Context: an optimization exercise on an open-source flow, tuned for small area and a short achievable clock period. The choices shown serve that exercise and are no tape-out recipe.
At most, simulation tests tie the RTL to the original design; equivalence was not proved.
No activity file was given, so power comes from the tool's default toggle rates.

## ex_stage
module ex_stage (
    input  logic        clk,
    input  logic        rst_i,
    input  logic [31:0] inst_i,
    input  logic [31:0] pc_i,
    input  logic [31:0] rs1_data_i,
    input  logic [31:0] rs2_data_i,
    input  logic        reg_w_en_i,
    input  logic [4:0]  reg_w_addr_i,
    output logic        reg_w_en_o,
    output logic [4:0]  reg_w_addr_o,
    output logic [31:0] reg_w_data_o,
    output logic        mem_r_en_o,
    output logic        mem_w_en_o,
    output logic [31:0] mem_addr_o,
    output logic [31:0] mem_w_data_o,
    output logic [2:0]  mem_funct3_o,
    output logic        jump_flag_o,
    output logic [31:0] jump_addr_o
);
export LEC_CHECK = 0
export ABC_AREA = 1
export CAP_MARGIN = 20
export CORE_MARGIN = 2
export CORE_UTILIZATION = 40
export PLACE_DENSITY = 0.55
export SETUP_SLACK_MARGIN = 3.0
export SLEW_MARGIN = 20
create_clock -name core_clock -period 7.0 [get_ports {clk}]
standard.sh (not shown) runs the stock make flow with config.mk's settings and CLKGATE_MAP_FILE= SYNTH_SCRIPT=/design/flow/synth_recipe.tcl, a recipe that flattens the netlist after the stock synthesis.
==> flow/flow/run.sh <==
#!/bin/bash
# Standard ORFS layout with four changes:
#  - synthesis does not extract full and half adder cells (ADDER_MAP_FILE
#    empty), so ABC maps the adders' XOR and carry logic itself;
#  - ABC's area script (used with ABC_AREA 1) is flow/abc_area.script: a copy
#    of ORFS's scripts folder is made in scripts/ with that one file replaced;
#  - no timing repair after clock tree synthesis (SKIP_CTS_REPAIR_TIMING 1):
#    the timing repair after global routing does it all;
#  - port buffers are plain buf_1 cells on the inputs and buf_1 cells on the
#    outputs instead of the delay buffer that buffer_ports picks by default.
# The make output goes to standard_flow.log; ORFS keeps each step's log under
# orfs/logs.
set -euo pipefail
rm -rf scripts
cp -r "$FLOW_HOME/scripts" scripts
cp flow/abc_area.script scripts/abc_area.script
export SCRIPTS_DIR="$PWD/scripts"
export ADDER_MAP_FILE=
export SKIP_CTS_REPAIR_TIMING=1
export PRE_GLOBAL_PLACE_TCL="$PWD/flow/ports.tcl"
bash standard.sh > standard_flow.log 2>&1
==> flow/flow/abc_area.script <==
strash
balance; rewrite; refactor; balance; rewrite; rewrite -z; balance; refactor -z; rewrite -z; balance
dch -f
map -B 0.9
topo
stime -c
buffer -c
upsize -c
dnsize -c
==> flow/flow/ports.tcl <==
# global_place.tcl calls buffer_ports once with one cell for every port; buffer
# the inputs and the outputs with their own cells instead.
rename buffer_ports orfs_buffer_ports
proc buffer_ports { args } {
  orfs_buffer_ports -inputs -buffer_cell sky130_fd_sc_hd__buf_1
  orfs_buffer_ports -outputs -buffer_cell sky130_fd_sc_hd__buf_1
}
Change:
--- a/flow/design.v
+++ b/flow/design.v
@@ -162,47 +162,34 @@
             end
         end
         for (int l = 8; l >= 1; l = l / 2) begin
             for (int i = 3 * l - 1; i < 32; i = i + 2 * l) begin
                 b_gg[i] = b_gg[i] | (b_pp[i] & b_gg[i - l]);
                 b_pp[i] = b_pp[i] & b_pp[i - l];
             end
         end
     end
     assign b_sum = b_p ^ {b_gg[30:0], 1'b0};
     logic [4:0]  shamt;
-    logic [31:0] sh, sh1, sh2;
+    logic [31:0] sh;
     logic        sll, fill;
     assign shamt = inst_i[5] ? rs2_data_i[4:0] : inst_i[24:20];
     assign sll   = ~f3[2];
     assign fill  = f3[2] & alt & rs1_data_i[31];
     always_comb begin
         for (int k = 0; k < 32; k++) sh[k] = sll ? rs1_data_i[31-k] : rs1_data_i[k];
-        for (int k = 0; k < 32; k++) begin
-            case (shamt[4:3])
-                2'd0:    sh1[k] = sh[k];
-                2'd1:    sh1[k] = (k + 8  < 32) ? sh[(k + 8)  % 32] : fill;
-                2'd2:    sh1[k] = (k + 16 < 32) ? sh[(k + 16) % 32] : fill;
-                default: sh1[k] = (k + 24 < 32) ? sh[(k + 24) % 32] : fill;
-            endcase
-        end
-        for (int k = 0; k < 32; k++) begin
-            case (shamt[2:1])
-                2'd0:    sh2[k] = sh1[k];
-                2'd1:    sh2[k] = (k + 2 < 32) ? sh1[(k + 2) % 32] : fill;
-                2'd2:    sh2[k] = (k + 4 < 32) ? sh1[(k + 4) % 32] : fill;
-                default: sh2[k] = (k + 6 < 32) ? sh1[(k + 6) % 32] : fill;
-            endcase
-        end
-        for (int k = 0; k < 32; k++) begin
-            sh[k] = shamt[0] ? ((k + 1 < 32) ? sh2[(k + 1) % 32] : fill) : sh2[k];
+        for (int l = 4; l >= 0; l--) begin
+            for (int k = 0; k < 32; k++) begin
+                if (k + (1 << l) < 32) sh[k] = shamt[l] ? sh[k + (1 << l)] : sh[k];
+                else                   sh[k] = shamt[l] ? fill : sh[k];
+            end
         end
     end
     logic sel_add, sel_sll, sel_slt, sel_sltu, sel_xor, sel_sr, sel_or, sel_and;
     logic sel_b, sel_lui;
     assign sel_add   = nrst & is_alu & (f3 == 3'b000);
     assign sel_sll   = nrst & is_alu & (f3 == 3'b001);
     assign sel_slt   = nrst & is_alu & (f3 == 3'b010);
     assign sel_sltu  = nrst & is_alu & (f3 == 3'b011);
     assign sel_xor   = nrst & is_alu & (f3 == 3'b100);
     assign sel_sr    = nrst & is_alu & (f3 == 3'b101);
     assign sel_or    = nrst & is_alu & (f3 == 3'b110);
The changed run produced a clean layout.
Final cell count came out higher by a few percent.
Utilization came out higher by 0.68 points.
Wire length came out higher by a few percent.
Power came out higher by a few percent.
Sequential cell count does not change.
Hold slack gains 0.014 ns.
Function not checked in the first run of this note: the RTL went through the layout flow alone.

* * *

run 4:
RTL: one of the versions met above, not the one the previous note started from.
For scale: ~140 flip-flops, about 0.012 mm2 of cells after synthesis.
export LEC_CHECK = 0
export ABC_AREA = 1
export CAP_MARGIN = 20
export CORE_MARGIN = 2
export CORE_UTILIZATION = 40
export PLACE_DENSITY = 0.55
export SETUP_SLACK_MARGIN = 3.0
export SLEW_MARGIN = 20
create_clock -name core_clock -period 7.0 [get_ports {clk}]
==> flow/flow/run.sh <==
#!/bin/bash
# Standard ORFS layout with three changes:
#  - synthesis does not extract full and half adder cells (ADDER_MAP_FILE
#    empty), so ABC maps the adders' XOR and carry logic itself;
#  - ABC's area script (used with ABC_AREA 1) is flow/abc_area.script: a copy
#    of ORFS's scripts folder is made in scripts/ with that one file replaced;
#  - port buffers are plain buf_1 cells on the inputs and buf_1 cells on the
#    outputs instead of the delay buffer that buffer_ports picks by default.
# The make output goes to standard_flow.log; ORFS keeps each step's log under
# orfs/logs.
set -euo pipefail
rm -rf scripts
cp -r "$FLOW_HOME/scripts" scripts
cp flow/abc_area.script scripts/abc_area.script
export SCRIPTS_DIR="$PWD/scripts"
export ADDER_MAP_FILE=
export PRE_GLOBAL_PLACE_TCL="$PWD/flow/ports.tcl"
bash standard.sh > standard_flow.log 2>&1
Scripts as last shown in full above: flow/flow/abc_area.script, flow/flow/ports.tcl
--- input diff run 4..run 2 ---
--- a/flow/design.v
+++ b/flow/design.v
@@ -163,32 +163,45 @@
         end
         for (int l = 8; l >= 1; l = l / 2) begin
             for (int i = 3 * l - 1; i < 32; i = i + 2 * l) begin
                 b_gg[i] = b_gg[i] | (b_pp[i] & b_gg[i - l]);
                 b_pp[i] = b_pp[i] & b_pp[i - l];
             end
         end
     end
     assign b_sum = b_p ^ {b_gg[30:0], 1'b0};
     logic [4:0]  shamt;
-    logic [31:0] sh;
+    logic [31:0] sh, sh1, sh2;
     logic        sll, fill;
     assign shamt = inst_i[5] ? rs2_data_i[4:0] : inst_i[24:20];
     assign sll   = ~f3[2];
     assign fill  = f3[2] & alt & rs1_data_i[31];
     always_comb begin
         for (int k = 0; k < 32; k++) sh[k] = sll ? rs1_data_i[31-k] : rs1_data_i[k];
-        for (int l = 4; l >= 0; l--) begin
-            for (int k = 0; k < 32; k++) begin
-                if (k + (1 << l) < 32) sh[k] = shamt[l] ? sh[k + (1 << l)] : sh[k];
-                else                   sh[k] = shamt[l] ? fill : sh[k];
-            end
+        for (int k = 0; k < 32; k++) begin
+            case (shamt[4:3])
+                2'd0:    sh1[k] = sh[k];
+                2'd1:    sh1[k] = (k + 8  < 32) ? sh[(k + 8)  % 32] : fill;
+                2'd2:    sh1[k] = (k + 16 < 32) ? sh[(k + 16) % 32] : fill;
+                default: sh1[k] = (k + 24 < 32) ? sh[(k + 24) % 32] : fill;
+            endcase
+        end
+        for (int k = 0; k < 32; k++) begin
+            case (shamt[2:1])
+                2'd0:    sh2[k] = sh1[k];
+                2'd1:    sh2[k] = (k + 2 < 32) ? sh1[(k + 2) % 32] : fill;
+                2'd2:    sh2[k] = (k + 4 < 32) ? sh1[(k + 4) % 32] : fill;
+                default: sh2[k] = (k + 6 < 32) ? sh1[(k + 6) % 32] : fill;
+            endcase
+        end
+        for (int k = 0; k < 32; k++) begin
+            sh[k] = shamt[0] ? ((k + 1 < 32) ? sh2[(k + 1) % 32] : fill) : sh2[k];
         end
     end
     logic sel_add, sel_sll, sel_slt, sel_sltu, sel_xor, sel_sr, sel_or, sel_and;
     logic sel_b, sel_lui;
     assign sel_add   = nrst & is_alu & (f3 == 3'b000);
     assign sel_sll   = nrst & is_alu & (f3 == 3'b001);
     assign sel_slt   = nrst & is_alu & (f3 == 3'b010);
     assign sel_sltu  = nrst & is_alu & (f3 == 3'b011);
     assign sel_xor   = nrst & is_alu & (f3 == 3'b100);
     assign sel_sr    = nrst & is_alu & (f3 == 3'b101);
### Flow results
Run 4 finished every step from synthesis to the final layout, and the layout passed the timing, design-rule and antenna checks. Every stage of the flow completed for run 2, and the final layout passed the timing, design-rule and antenna checks. Post-route cell area (higher): run 4. Changes observed in run 2 relative to run 4: global placement routability congestion now sits lower, setup slack at placement now sits lower, complex-gate fraction of the synthesized area now sits higher, non-clock buffer count now sits lower, measured slew at the worst slew-check pin now sits higher. Lower sequential share of layout area among run 2 and run 4: run 4. The run showing the smaller peak supply drop is run 4. Comparing run 2 and run 4, the higher proportion of synthesized chip area in sequential cells was measured on run 2. Worst setup slack delta for run 2 relative to run 4: 0.014 ns lower. Number of buffers inserted by post-CTS setup repair (lower): run 2. Summary: with run 4 as the reference, met2 layer wire length in the routed design in run 2 moved down by a few percent. In run 2 the met3 usage in global routing turned out 0.65 points higher than in run 4.
For run 2, only the layout was checked, not whether the RTL still works.

afterwards: timing with drivers on the ports:
The flow's constraints put no driver on any port. The routed layouts listed below were extracted and timed again, unchanged, in two steps.
Step 1: set_driving_cell puts a clkbuf_16 on clk and a buf_2 on each other input, an assumption about the parent block.
Step 2 moves the port delays by t, midway between the first and last clock arrival at a register: inputs arrive t later, outputs are due t later. That takes back most of the time a late clock gives input paths.
Three values: ideal ports, drivers, drivers and shift; two values: the first two.
run	t, ns	setup slack, ns	worst setup path after step 2	latest minus earliest clock arrival (ns)	cell pins on the clock port's net
the first run of note 1	0.512	3.041 / 3.073 / 2.561	input to register	0.026 / 0.026	1
the second run of note 1	0.491	2.970 / 2.957 / 2.466	input to register	0.017 / 0.017	1
run 4	0.495	3.049 / 3.024 / 2.529	input to register	0.017 / 0.017	1
run 2	0.514	3.035 / 3.067 / 2.552	input to register	0.025 / 0.025	1
After both steps setup and hold are still met in every run listed. For run 4, which loses most, drivers alone change the setup slack by -0.025 ns; drivers and shift together by -0.520 ns.
